Background: an optimization exercise with open tools, aiming at small area, a short achievable clock period and few clock cycles per item. Do not read the settings as production practice. In this exercise RTL edits were held to simulation tests only and were not proved equivalent to the original. Power figures rest on the tool's default switching activity, not on a simulated workload.

**design/flow/config.mk**
```make
export PLATFORM = sky130hd
export DESIGN_NAME = positional_list_store_unit
export DESIGN_NICKNAME = positional_list_store_unit
export VERILOG_FILES = /design/flow/design.v
export SDC_FILE = /design/flow/constraint.sdc
export NUM_CORES = 4
export LEC_CHECK = 0
export CAP_MARGIN = 20
export CORE_MARGIN = 2
export CORE_UTILIZATION = 28
export CTS_CLUSTER_DIAMETER = 100
export CTS_CLUSTER_SIZE = 20
export PLACE_DENSITY = 0.4
export SETUP_SLACK_MARGIN = 4.7
export SLEW_MARGIN = 20
```
**design/flow/constraint.sdc**
```tcl
create_clock -name core_clock -period 8.0 [get_ports {aclk}]
set_input_delay 1.6000 -clock core_clock [delete_from_list [all_inputs] [get_ports {aclk}]]
set_output_delay 1.6000 -clock core_clock [all_outputs]
set_load 0.01 [all_outputs]
```
**design/flow/design.v**
```verilog
package plst_pkg;
    localparam int CAPACITY = 64;
    localparam int DATA_W = 32;
    localparam int KIND_W = 3;
    localparam int POS_W  = 6;
    localparam int LEN_W  = 7;
    localparam int STAT_W = 2;
    localparam int RES_W  = DATA_W + LEN_W + STAT_W;
    localparam int S_TDATA_W = ((POS_W + DATA_W + 7) / 8) * 8;
    localparam int M_TDATA_W = ((DATA_W + LEN_W + STAT_W + 7) / 8) * 8;
    localparam logic [KIND_W-1:0] KIND_INSERT = 3'd0;
    localparam logic [KIND_W-1:0] KIND_APPEND = 3'd1;
    localparam logic [KIND_W-1:0] KIND_DELETE = 3'd2;
    localparam logic [KIND_W-1:0] KIND_READ   = 3'd3;
    localparam logic [KIND_W-1:0] KIND_CLEAR  = 3'd4;
    localparam logic [STAT_W-1:0] STAT_OK       = 2'd0;
    localparam logic [STAT_W-1:0] STAT_FULL     = 2'd1;
    localparam logic [STAT_W-1:0] STAT_PAST_END = 2'd2;
    localparam logic [STAT_W-1:0] STAT_EMPTY    = 2'd3;
endpackage
module plst_ram #(
    parameter int DEPTH = 64,
    parameter int WIDTH = 32
) (
    input  logic             aclk,
    input  logic [DEPTH-1:0] mv_a,       
    input  logic [DEPTH-1:0] mv_b,
    input  logic [WIDTH-1:0] wdata,
    input  logic [DEPTH-1:0] rsel,       
    output logic [WIDTH-1:0] rdata
);
    logic [WIDTH-1:0] mem [DEPTH];
    for (genvar i = 0; i < DEPTH; i++) begin : g_ent
        logic [WIDTH-1:0] lo, hi, nxt;
        logic             s_up, s_dn, s_wr, s_hold;
        assign s_up   =  mv_a[i] && !mv_b[i];
        assign s_dn   = !mv_a[i] &&  mv_b[i];
        assign s_wr   =  mv_a[i] &&  mv_b[i];
        assign s_hold = !mv_a[i] && !mv_b[i];
        assign lo  = (i > 0)         ? mem[(i > 0) ? i - 1 : 0] : '0;
        assign hi  = (i < DEPTH - 1) ? mem[(i < DEPTH - 1) ? i + 1 : i] : '0;
        assign nxt = ({WIDTH{s_up}}   & lo)
                   | ({WIDTH{s_dn}}   & hi)
                   | ({WIDTH{s_wr}}   & wdata)
                   | ({WIDTH{s_hold}} & mem[i]);
        always_ff @(posedge aclk) begin
            mem[i] <= nxt;
        end
    end
    always_comb begin
        rdata = '0;
        for (int i = 0; i < DEPTH; i++) begin
            rdata = rdata | ({WIDTH{rsel[i]}} & mem[i]);
        end
    end
endmodule
module plst_ctrl (
    input  logic                              aclk,
    input  logic                              aresetn,
    input  logic                              in_acc,     
    input  logic [plst_pkg::KIND_W-1:0]       in_kind,
    input  logic [plst_pkg::POS_W-1:0]        in_pos,
    output logic [plst_pkg::CAPACITY-1:0]     mv_a,       
    output logic [plst_pkg::CAPACITY-1:0]     mv_b,
    output logic [plst_pkg::CAPACITY-1:0]     rsel,       
    output logic [plst_pkg::LEN_W-1:0]        res_length,
    output logic [plst_pkg::STAT_W-1:0]       res_status
);
    localparam int N     = plst_pkg::CAPACITY;
    localparam int POS_W = plst_pkg::POS_W;
    localparam int LEN_W = plst_pkg::LEN_W;
    logic [LEN_W-1:0] len, len_p1, len_m1, len_m2;
    logic             a_ins, a_del, a_clr;
    logic [plst_pkg::STAT_W-1:0] a_status;
    logic [LEN_W-1:0] len_next, len_p1_next, len_m1_next, len_m2_next;
    always_comb begin
        len_next    = len;
        len_p1_next = len_p1;
        len_m1_next = len_m1;
        len_m2_next = len_m2;
        if (a_clr) begin
            len_next    = '0;
            len_p1_next = LEN_W'(1);
            len_m1_next = '1;
            len_m2_next = ~LEN_W'(1);
        end else if (a_ins) begin
            len_next    = len_p1;
            len_p1_next = len_p1 + LEN_W'(1);
            len_m1_next = len;
            len_m2_next = len_m1;
        end else if (a_del) begin
            len_next    = len_m1;
            len_p1_next = len;
            len_m1_next = len_m2;
            len_m2_next = len_m2 - LEN_W'(1);
        end
    end
    logic          k_ia, k_app, k_del, k_rd, k_clr;
    logic          full_n, empty_n, pos_in_n, ins_ok;
    logic [N-1:0]  ge, gt;
    logic [POS_W-1:0] tail_n, place, rpos;
    logic [N-1:0]  rsel_n, mva_n, mvb_n;
    logic [plst_pkg::STAT_W-1:0] status_n;
    always_comb begin
        k_app = (in_kind == plst_pkg::KIND_APPEND);
        k_ia  = (in_kind == plst_pkg::KIND_INSERT) || k_app;
        k_del = (in_kind == plst_pkg::KIND_DELETE);
        k_rd  = (in_kind == plst_pkg::KIND_READ);
        k_clr = (in_kind == plst_pkg::KIND_CLEAR);
        full_n   = len_next[LEN_W-1];               
        empty_n  = (len_next == '0);
        pos_in_n = ({1'b0, in_pos} < len_next);
        ins_ok   = k_ia && !full_n;
        tail_n   = len_next[POS_W-1:0];
        place    = (k_app || !pos_in_n) ? tail_n : in_pos;
        for (int i = 0; i < N; i++) begin
            ge[i] = (POS_W'(i) >= (k_ia ? place : in_pos));
        end
        gt       = {ge[N-2:0], 1'b0};
        rpos     = pos_in_n ? in_pos : len_m1_next[POS_W-1:0];
        for (int i = 0; i < N; i++) begin
            rsel_n[i] = k_rd && !empty_n && (POS_W'(i) == rpos);
        end
        mva_n = {N{ins_ok}} & ge;
        mvb_n = ({N{k_del}} & ge) | ({N{ins_ok}} & ge & ~gt);
        status_n = plst_pkg::STAT_OK;
        if (k_ia && full_n)          status_n = plst_pkg::STAT_FULL;
        else if (k_del && !pos_in_n) status_n = plst_pkg::STAT_PAST_END;
        else if (k_rd && empty_n)    status_n = plst_pkg::STAT_EMPTY;
    end
    always_ff @(posedge aclk) begin
        if (!aresetn) begin
            len    <= '0;
            len_p1 <= LEN_W'(1);
            len_m1 <= '1;
            len_m2 <= ~LEN_W'(1);
        end else begin
            len    <= len_next;
            len_p1 <= len_p1_next;
            len_m1 <= len_m1_next;
            len_m2 <= len_m2_next;
        end
    end
    always_ff @(posedge aclk) begin
        if (in_acc) begin
            mv_a  <= mva_n;
            mv_b  <= mvb_n;
            rsel  <= rsel_n;
            a_ins <= ins_ok;
            a_del <= k_del && pos_in_n;
            a_clr <= k_clr;
        end else begin
            mv_a  <= '0;
            mv_b  <= '0;
            rsel  <= '0;
            a_ins <= 1'b0;
            a_del <= 1'b0;
            a_clr <= 1'b0;
        end
        a_status <= status_n;
    end
    assign res_length = len_next;
    assign res_status = a_status;
endmodule
module positional_list_store_unit (
    input  logic                               aclk,
    input  logic                               aresetn,
    input  logic                               s_tvalid,
    output logic                               s_tready,
    input  logic [plst_pkg::S_TDATA_W-1:0]     s_tdata,    
    input  logic [plst_pkg::KIND_W-1:0]        s_tuser,    
    output logic                               m_tvalid,
    input  logic                               m_tready,
    output logic [plst_pkg::M_TDATA_W-1:0]     m_tdata     
);
    localparam int N      = plst_pkg::CAPACITY;
    localparam int POS_W  = plst_pkg::POS_W;
    localparam int DATA_W = plst_pkg::DATA_W;
    localparam int RES_W  = plst_pkg::RES_W;
    localparam int QD     = 3;    
    localparam int CW     = 2;
    logic acc, pop;
    assign acc = s_tvalid && s_tready && aresetn;
    assign pop = m_tvalid && m_tready;
    logic              r_valid;
    logic [DATA_W-1:0] r_val;
    always_ff @(posedge aclk) begin
        r_val <= s_tdata[POS_W +: DATA_W];
        if (!aresetn) r_valid <= 1'b0;
        else          r_valid <= acc;
    end
    logic [N-1:0]                mv_a, mv_b, rsel;
    logic [DATA_W-1:0]           rdata;
    logic [plst_pkg::LEN_W-1:0]  res_length;
    logic [plst_pkg::STAT_W-1:0] res_status;
    logic [RES_W-1:0]            res;
    plst_ctrl u_ctrl (
        .aclk       (aclk),
        .aresetn    (aresetn),
        .in_acc     (acc),
        .in_kind    (s_tuser),
        .in_pos     (s_tdata[POS_W-1:0]),
        .mv_a       (mv_a),
        .mv_b       (mv_b),
        .rsel       (rsel),
        .res_length (res_length),
        .res_status (res_status)
    );
    plst_ram #(.DEPTH(N), .WIDTH(DATA_W)) u_ram (
        .aclk  (aclk),
        .mv_a  (mv_a),
        .mv_b  (mv_b),
        .wdata (r_val),
        .rsel  (rsel),
        .rdata (rdata)
    );
    assign res = {res_status, res_length, rdata};
    logic [RES_W-1:0] q   [QD];
    logic [QD-1:0]    qv;
    logic [CW-1:0]    cred;        
    logic             ready_reg;
    always_ff @(posedge aclk) begin
        for (int j = 0; j < QD; j++) begin
            if (qv[j] && !pop) begin
                q[j] <= q[j];
            end else if (pop && (j + 1 < QD) && qv[(j + 1 < QD) ? j + 1 : j]) begin
                q[j] <= q[(j + 1 < QD) ? j + 1 : j];
            end else begin
                q[j] <= res;
            end
        end
        if (!aresetn) begin
            qv <= '0;
        end else begin
            for (int j = 0; j < QD; j++) begin
                logic below, here, above;
                below = (j == 0) ? 1'b1 : qv[(j == 0) ? 0 : j - 1];
                here  = qv[j];
                above = (j + 1 < QD) ? qv[(j + 1 < QD) ? j + 1 : j] : 1'b0;
                if (pop) qv[j] <= above || (r_valid && here);
                else     qv[j] <= here || (r_valid && below);
            end
        end
    end
    always_ff @(posedge aclk) begin
        if (!aresetn) begin
            cred      <= '0;
            ready_reg <= 1'b1;
        end else begin
            case ({acc, pop})
                2'b10:   begin cred <= cred + CW'(1); ready_reg <= (cred + CW'(1)) < CW'(QD); end
                2'b01:   begin cred <= cred - CW'(1); ready_reg <= 1'b1; end
                default: begin ready_reg <= cred < CW'(QD); end
            endcase
        end
    end
    assign s_tready = ready_reg;
    assign m_tvalid = qv[0];
    assign m_tdata  = plst_pkg::M_TDATA_W'(q[0]);
endmodule
```
**design/flow/run.sh**
```bash
#!/bin/bash
# synth_recipe.tcl (not shown) runs the flow's synth.tcl, then flattens the netlist and writes it again
# the make line also repeats each setting of config.mk as NAME=value (left out here)
make -C /OpenROAD-flow-scripts/flow DESIGN_CONFIG=/design/flow/config.mk WORK_HOME=/design/flow/orfs CLKGATE_MAP_FILE= SYNTH_SCRIPT=/design/flow/synth_recipe.tcl finish
```
==> flow_metrics.py, run 1 <==
metrics = {
    "outcome": {
        "outcome": "failed layout checks",
        "so.violations": "antenna violations",
    },
    "cells_and_area": {
        "final_util_pct": 31.2,
        "largest_register": "u_ram.mem",
        "nNetsFinal": 7464,
        "syn_to_final_growth_pct": 11.1,
        "layout-drive-gt1-share_pct": 38.3,
        "largest_registers": "u_ram.mem: 2048 flops, q: 123 flops",
        "num-fill-cells": 40000,
        "mostFrequentLayoutCell": "dfxtp_1",
        "final_cell_mix": "dfxtp_1 (2084), mux4_2 (1984), a22o_1 (512)",
        "final_cell_area_um2": 128000,
        "largest_reg_flops": 2048,
    },
    "logic_synthesis": {
        "synth_area_um2": 115000,
        "synth_area_leaders": "dfxtp_1 (40%), mux4_2 (39%), a221oi_1 (3.9%)",
        "syn_inst": 7834,
        "synth_edf_count": 123,
        "synth_warnings": 5,
        "synth_top_cell_by_area": "dfxtp_1",
        "synth_top_area_share_pct": 40.2,
        "ys_seq_area_share_pct": 43.4,
        "syn_avg_cell_area_um2": 14.7,
        "synth_seq_cells": 2434,
        "yosysUniqueCellTypes": 78,
        "ys.flop_type": "dfxtp_1",
        "synth-async-reset-ratio_pct": 0,
    },
    "route": {
        "drtPass1Iterations": 7,
        "vias_per_cell": 7.57,
        "wl_per_cell_um": 58.1,
        "routed_wl_um": 756000,
        "detail-route-antenna-nets": 1,
        "drt-initial-drc-count": 20200,
        "vias": 98500,
        "post-route-drc-count": 0,
    },
    "min_path": {
        "holdCritStartpoint": "u_ctrl.a_status[0]",
        "whs_endpoint": "q[2][39]",
        "hold_depth": 0,
        "hp-class": "reg2reg",
    },
    "power": {
        "p_total_w": 0.0250,
        "comb_power_share_pct": 8.2,
        "ir_drop_mv": 0.160,
        "power.share.switching_pct": 28.8,
        "p_per_area_nw_per_um2": 195,
        "power_frac_clock_pct": 34.9,
        "p_seq_share_pct": 56.8,
        "leakage_nw": 41.1,
        "p_sw_w": 0.00721,
        "internal-power_w": 0.0178,
    },
    "sta": {
        "final-hold-violation-count": 0,
        "rsz0062_at_grt": "true",
        "tns_ns": 0,
        "finalCriticalPeriod_ns": 3.58,
        "setup_viol": 0,
        "worstMarginPinSlew_ns": 1.29,
        "slew-limit-headroom_pct": 14.2,
        "drv_slew": 0,
        "period_share_pct": 44.8,
        "skew_ns": 0.0804,
        "fmax_mhz": 279,
        "fin_ws_ns": 4.42,
    },
    "global_route": {
        "grt_pass1_wl_um": 958000,
        "grt_antenna_before_repair": 93,
        "track_usage_pct": 35.1,
        "grt_max_degree": 65,
        "grt_pass1_vias": 88400,
        "grt_overflow": 0,
    },
    "critical_path": {
        "r2r-start": "u_ctrl.rsel[0]",
        "crit_path_end_kind": "register",
        "reg2reg_depth": 7,
        "rrSetupSlack_ns": 4.42,
        "crit_fanout": 18,
        "startpoint": "u_ctrl.rsel[0]",
        "worstSetupPathType": "reg2reg",
        "required_ns": 8.64,
        "arrival_ns": 4.22,
        "r2r_end": "q[0][25]",
        "start_kind": "register",
    },
    "placement": {
        "portBuffers": 87,
        "place_area_um2": 122000,
        "place.gp.congestion": 0.931,
        "preCtsSetupSlack_ns": 2.30,
        "dp_hpwl_um": 427000,
    },
    "floorplan": {
        "io_pins": 97,
        "rows": 235,
        "die-area_um2": 416000,
        "start_util_pct": 28.1,
        "core_area_um2": 410000,
        "chipWidth_um": 645,
        "die_h_um": 645,
    },
    "cts": {
        "clk_pin_slew_worst_paths_ns": 0.09,
        "clock_latency_ns": 0.97,
        "clock_path_buffers": 4,
        "clkSinkCount": 2434,
        "cts_tree": "done",
        "cts_hold_buf": 0,
        "numCtsBuffers": 151,
        "clockRootBuffer": "clkbuf_16",
        "cts.htree.levels": 4,
    },
    "flow_run": {
        "drv_cap": 0,
    },
}
-- worst max-delay path by stage --
stage / endpoint / slack, ns / cells after the start
2_1_floorplan: u_ctrl.mv_b[50] / 4.59 / 10
3_3_place_gp: u_ctrl.mv_b[24] / 2.21 / 11
3_5_place_dp: u_ctrl.mv_b[24] / 2.30 / 11
4_1_cts: u_ctrl.mv_b[61] / 4.66 / 11
5_1_grt: u_ctrl.mv_b[46] / 4.65 / 13
6_report: q[0][25] / 4.42 / 7
-- layer usage --
metal	wire [um]	global-route usage [%]	share of wire [%]
met2	301000	46.7	40
met4	64000	24.9	8.5
met3	113000	17.4	15
met5	796	0.983	0.11
met1	277000	43.6	37
-- cell usage after synthesis, drive strengths merged, types with 3 or more instances --
cell     number
nor2        431
o311ai        3
mux2         12
inv          25
dfxtp      2311
nand2b       21
and2         17
ha           11
buf         358
mux4       1984
or2          14
mux2i       113
o21ai       142
nand2       188
o211ai        6
clkbuf      614
a311oi        4
or3           7
a221oi      512
nor4          3
a211oi       12
or4          32
edfxtp      123
nand3        17
o21a          4
nor3b         3
a22o        512
xor2          6
o31ai         3
nor2b        13
nand4       136
a211o         4
a2111oi       3
a21oi        73
a31oi        14
nor3         54
and3         22
-- final cells by class --
| class | instances | area [um2] | share of cell area [%] |
|---|---|---|---|
| Multi-Input combinational cell | 4412 | 62200 | 48.6 |
| Sequential cell | 2434 | 50800 | 39.7 |
| Tap cell | 5451 | 6820 | 5.33 |
| Clock buffer | 192 | 4160 | 3.25 |
| Timing Repair Buffer | 379 | 3430 | 2.68 |
| Clock inverter | 22 | 275 | 0.215 |
| Antenna cell | 96 | 240 | 0.188 |
| Inverter | 27 | 111 | 0.0870 |
| Timing Repair inverter | 1 | 5.00 | 0.00391 |
-- metrics by stage --
step,hold slack [ns],cells
3_3_place_gp,0.453,12600
5_1_grt,0.519,12900
2_1_floorplan,0.430,7840
4_1_cts,0.494,12900
3_5_place_dp,0.470,12600
6_report,0.491,13000
-- power by group through the flow --
stage	sequential, W	combinational, W	clock [W]
after floorplan	0.0136	0.00157	0
after detailed placement	0.0144	0.00188	0
after global placement	0.0144	0.00186	0
after CTS	0.0141	0.00195	0.00873
after global routing	0.0142	0.00209	0.00911
final	0.0142	0.00206	0.00874
-- worst max-delay path, stage by stage, from the launching register on --
cell      delay [ns]
dfxtp_4         0.85
buf_4           0.74
a22o_1          0.27
a221oi_1        0.06
nand4_1         0.18
or4_1           0.55
nor2_1          0.11
nor2_1          0.45
-- logic make-up (layout without fill, tap and decap cells) --
group | after synthesis | in the layout | synth area share, %
adder cells (fa/ha/maj) | 11 | 11 | 0.120
other | 1 | 103 | 0.00326
buffers and inverters | 999 | 621 | 3.36
AND/OR/NAND/NOR | 962 | 964 | 3.90
AO/OA/AOI/OAI | 1310 | 1313 | 9.25
XOR/XNOR | 8 | 8 | 0.0608
multiplexers | 2109 | 2109 | 39.9
flip-flops | 2434 | 2434 | 43.4
-- timing repair --
item | in CTS | in global routing
setup endpoints to repair | 268 | 119
setup buffers | 31 | 20
cloned | 6 | 4
pin swaps | 11 | 14
gates resized for setup | 172 | 61
Testbench counts, summed over its fixed seeds: cycles 8,016, items 8,000.
==> run 2: changes to the inputs <==
--- a/design/flow/config.mk
+++ b/design/flow/config.mk
@@ -9,6 +9,6 @@
 export CORE_MARGIN = 2
-export CORE_UTILIZATION = 28
+export CORE_UTILIZATION = 27
 export CTS_CLUSTER_DIAMETER = 100
 export CTS_CLUSTER_SIZE = 20
-export PLACE_DENSITY = 0.4
+export PLACE_DENSITY = 0.38
 export SETUP_SLACK_MARGIN = 4.7
==> run 2 against run 1 <==
Net effect:
- the run now finishes clean
- critical path depth unchanged
- worst setup slack improved by 0.14 ns
- cell area up 0.36%
- largest cell class unchanged
- sequential cell count unchanged
- clock power up 2.3%
==> flow_metrics.py, run 2 <==
metrics = {
    "outcome": {
        "outcome": "finished clean",
    },
    "floorplan": {
        "rows": 239,
        "chipWidth_um": 657,
        "die_h_um": 657,
        "io_pins": 97,
        "die-area_um2": 432000,
        "core_area_um2": 424000,
        "start_util_pct": 27.1,
    },
    "cells_and_area": {
        "largest_register": "u_ram.mem",
        "final_util_pct": 30.3,
        "largest_reg_flops": 2048,
        "mostFrequentLayoutCell": "dfxtp_1",
        "finalNonFillerCells": 13200,
        "layout-drive-gt1-share_pct": 38.4,
        "seq_area_um2": 50800,
        "multiInputGateArea_um2": 62100,
        "largest_registers": "u_ram.mem: 2048 flops, q: 123 flops",
        "nNetsFinal": 7474,
        "syn_to_final_growth_pct": 11.5,
        "final_cell_mix": "dfxtp_1 (2084), mux4_2 (1984), a22o_1 (512)",
        "num-fill-cells": 41800,
        "final_cell_area_um2": 128000,
    },
    "route": {
        "vias": 98700,
        "drt-initial-drc-count": 19000,
        "wl_per_cell_um": 59.4,
        "drtPass1Iterations": 6,
        "post-route-drc-count": 0,
        "detail-route-antenna-nets": 0,
        "routed_wl_um": 786000,
        "vias_per_cell": 7.46,
    },
    "min_path": {
        "hp-class": "reg2reg",
        "whs_endpoint": "q[2][39]",
        "hold_depth": 0,
        "holdCritStartpoint": "u_ctrl.a_status[0]",
    },
    "logic_synthesis": {
        "syn_inst": 7834,
        "synth_edf_count": 123,
        "synth_most_common_cell": "dfxtp_1",
        "synth-async-reset-ratio_pct": 0,
        "synth_warnings": 5,
        "ys_seq_area_share_pct": 43.4,
        "synth_top_cells_by_count": "dfxtp_1 (2311), mux4_2 (1984), clkbuf_1 (614), a221oi_1 (512), a22o_1 (512)",
        "synth_area_um2": 115000,
        "synth_seq_cells": 2434,
        "syn_avg_cell_area_um2": 14.7,
        "ys.flop_type": "dfxtp_1",
        "yosysUniqueCellTypes": 78,
        "synth_area_leaders": "dfxtp_1 (40%), mux4_2 (39%), a221oi_1 (3.9%)",
        "synth_top_area_share_pct": 40.2,
        "synth_top_cell_by_area": "dfxtp_1",
    },
    "power": {
        "comb_power_share_pct": 8.3,
        "power_frac_clock_pct": 35.4,
        "p_sw_w": 0.00733,
        "internal-power_w": 0.0179,
        "p_total_w": 0.0252,
        "p_seq_share_pct": 56.2,
        "leakage_nw": 41.3,
        "power.share.switching_pct": 29.1,
        "p_per_area_nw_per_um2": 196,
        "ir_drop_mv": 0.176,
    },
    "critical_path": {
        "crit_path_end_kind": "register",
        "r2r_end": "q[0][19]",
        "required_ns": 8.70,
        "rrSetupSlack_ns": 4.56,
        "r2r-start": "u_ctrl.rsel[16]",
        "start_kind": "register",
        "crit_fanout": 18,
        "reg2reg_depth": 7,
        "worstSetupPathType": "reg2reg",
        "arrival_ns": 4.14,
    },
    "sta": {
        "skew_ns": 0.0658,
        "rsz0062_at_grt": "true",
        "drv_slew": 0,
        "final-hold-violation-count": 0,
        "worstMarginPinSlew_ns": 1.34,
        "slew-limit-headroom_pct": 10.4,
        "period_share_pct": 43.0,
        "setup_viol": 0,
        "finalCriticalPeriod_ns": 3.44,
        "tns_ns": 0,
        "fmax_mhz": 291,
    },
    "placement": {
        "place_area_um2": 122000,
        "dp_hpwl_um": 444000,
        "post-place-cells": 12900,
        "place.gp.congestion": 0.918,
        "portBuffers": 87,
    },
    "cts": {
        "cts_tree": "done",
        "cts_hold_buf": 0,
        "clockRootBuffer": "clkbuf_16",
        "clkSinkCount": 2434,
        "cts.htree.levels": 4,
        "numCtsBuffers": 152,
        "clock_latency_ns": 0.97,
        "clk_pin_slew_worst_paths_ns": 0.09,
        "clock_path_buffers": 4,
    },
    "global_route": {
        "grt_overflow": 0,
        "track_usage_pct": 35.1,
        "grt_pass1_wl_um": 991000,
        "grt_antenna_before_repair": 99,
        "grt_max_degree": 65,
        "grt_pass1_vias": 88500,
    },
    "flow_run": {
        "drv_cap": 0,
    },
}
run 2: changes by cell type in the layout (fill, tap and decap cells not counted), moves of 4 or more:
cell / before / now
clkbuf_1: 26 / 19
buf_16: 1 / 7
inv_6: 2 / 8
or4_1: 17 / 11
or4_4: 15 / 21
mux2i_4: 21 / 16
buf_4: 242 / 246
clkbuf_8: 9 / 5
run 2: cells by family after synthesis:
family | after synthesis | synth area share, %
adders and majority gates | 11 | 0.120
muxes | 2109 | 39.9
xor gates and xnor gates | 8 | 0.0608
buffers and inverters | 999 | 3.36
and+or+nand+nor | 962 | 3.90
other | 1 | 0.00326
AOI/OAI and AO/OA | 1310 | 9.25
DFF | 2434 | 43.4
run 2: per-layer routing:
layer  vias up  global-route usage [%]  wire, um
li1      31700                       -         -
met1     52800                    42.6    284000
met2     11200                    47.9    321000
met3      2944                    16.3    112000
met4        34                    26.7     69200
met5         -                   0.887       373
run 2: worst max-delay path by stage:
stage	start	end	slack [ns]
after CTS	u_ctrl.a_del	u_ctrl.mv_b[45]	4.65
after global routing	u_ctrl.a_del	u_ctrl.mv_b[45]	4.61
final	u_ctrl.rsel[16]	q[0][19]	4.56
after floorplan	s_tdata[4]	u_ctrl.mv_b[50]	4.59
after detailed placement	s_tdata[1]	u_ctrl.mv_b[62]	2.41
after global placement	s_tdata[1]	u_ctrl.mv_b[62]	2.35
run 2: power by group through the flow:
| stage | sequential, W | combinational [W] | clock (W) |
|---|---|---|---|
| floorplan | 0.0136 | 0.00157 | 0 |
| global placement | 0.0143 | 0.00189 | 0 |
| detailed placement | 0.0143 | 0.00192 | 0 |
| CTS | 0.0141 | 0.00198 | 0.00892 |
| global route | 0.0142 | 0.00213 | 0.00930 |
| finish | 0.0142 | 0.00210 | 0.00894 |
run 2: worst max-delay path, cell delays in order (launching register included):
cell and delay (ns):
dfxtp_4 0.56, buf_4 0.57, a22o_1 0.38, a221oi_2 0.44
nand4_1 0.18, or4_4 0.71, nor2_1 0.15, nor2_1 0.08
run 2: through the flow:
step           worst slack (ns)  hold WS (ns)
4_1_cts                    4.65         0.487
2_1_floorplan              4.59         0.430
5_1_grt                    4.61         0.518
3_5_place_dp               2.41         0.469
3_3_place_gp               2.35         0.481
6_report                   4.56         0.489
run 2: layout make-up:
cell class                      instances  share of cell area (%)
Sequential cell                      2434                    39.5
Clock buffer                          184                    3.21
Timing Repair Buffer                  391                    2.85
Clock inverter                         29                   0.286
Antenna cell                           94                   0.183
Timing Repair inverter                  1                 0.00390
Inverter                               27                  0.0887
Tap cell                             5663                    5.52
Multi-Input combinational cell       4409                    48.3
run 2: repair_timing:
| action | CTS | global route |
|---|---|---|
| resized for setup | 155 | 73 |
| setup buffers | 35 | 14 |
| pin swaps | 13 | 23 |
| endpoints found under the setup margin | 291 | 157 |
| endpoints found under the hold margin | 0 | 0 |
| gates cloned | 8 | 3 |

==> static timing again, ports no longer ideal <==
In the flow no input, the clock included, has a driving cell. The finished layouts below were timed again as built, in two steps. Step 1 (the two cells are an assumption about what drives the block):
set clk [get_ports {aclk}]
set_driving_cell -lib_cell sky130_fd_sc_hd__clkbuf_16 $clk
set_driving_cell -lib_cell sky130_fd_sc_hd__buf_2 [delete_from_list [all_inputs] $clk]
Step 2 moves the port delays by t, midway between the first and last clock arrival at a register: inputs arrive t later, outputs are due t later. That takes back most of the time a late clock gives input paths. a / b / c = no drivers / after step 1 / after step 2; a / b = the first two.
run	t, ns	slack for setup (ns)	worst hold slack (ns)	latest minus earliest clock arrival (ns)	slew at the worst register clock pin (ns)
run 1	1.048	4.416 / 4.416 / 3.788	0.491 / 0.491 / 0.491	0.101 / 0.101	0.11 / 0.11
run 2	1.054	4.560 / 4.560 / 3.658	0.489 / 0.489 / 0.489	0.075 / 0.075	0.10 / 0.10
For run 2, which loses most, drivers alone change the setup slack by 0.000 ns; drivers and shift together by -0.902 ns.
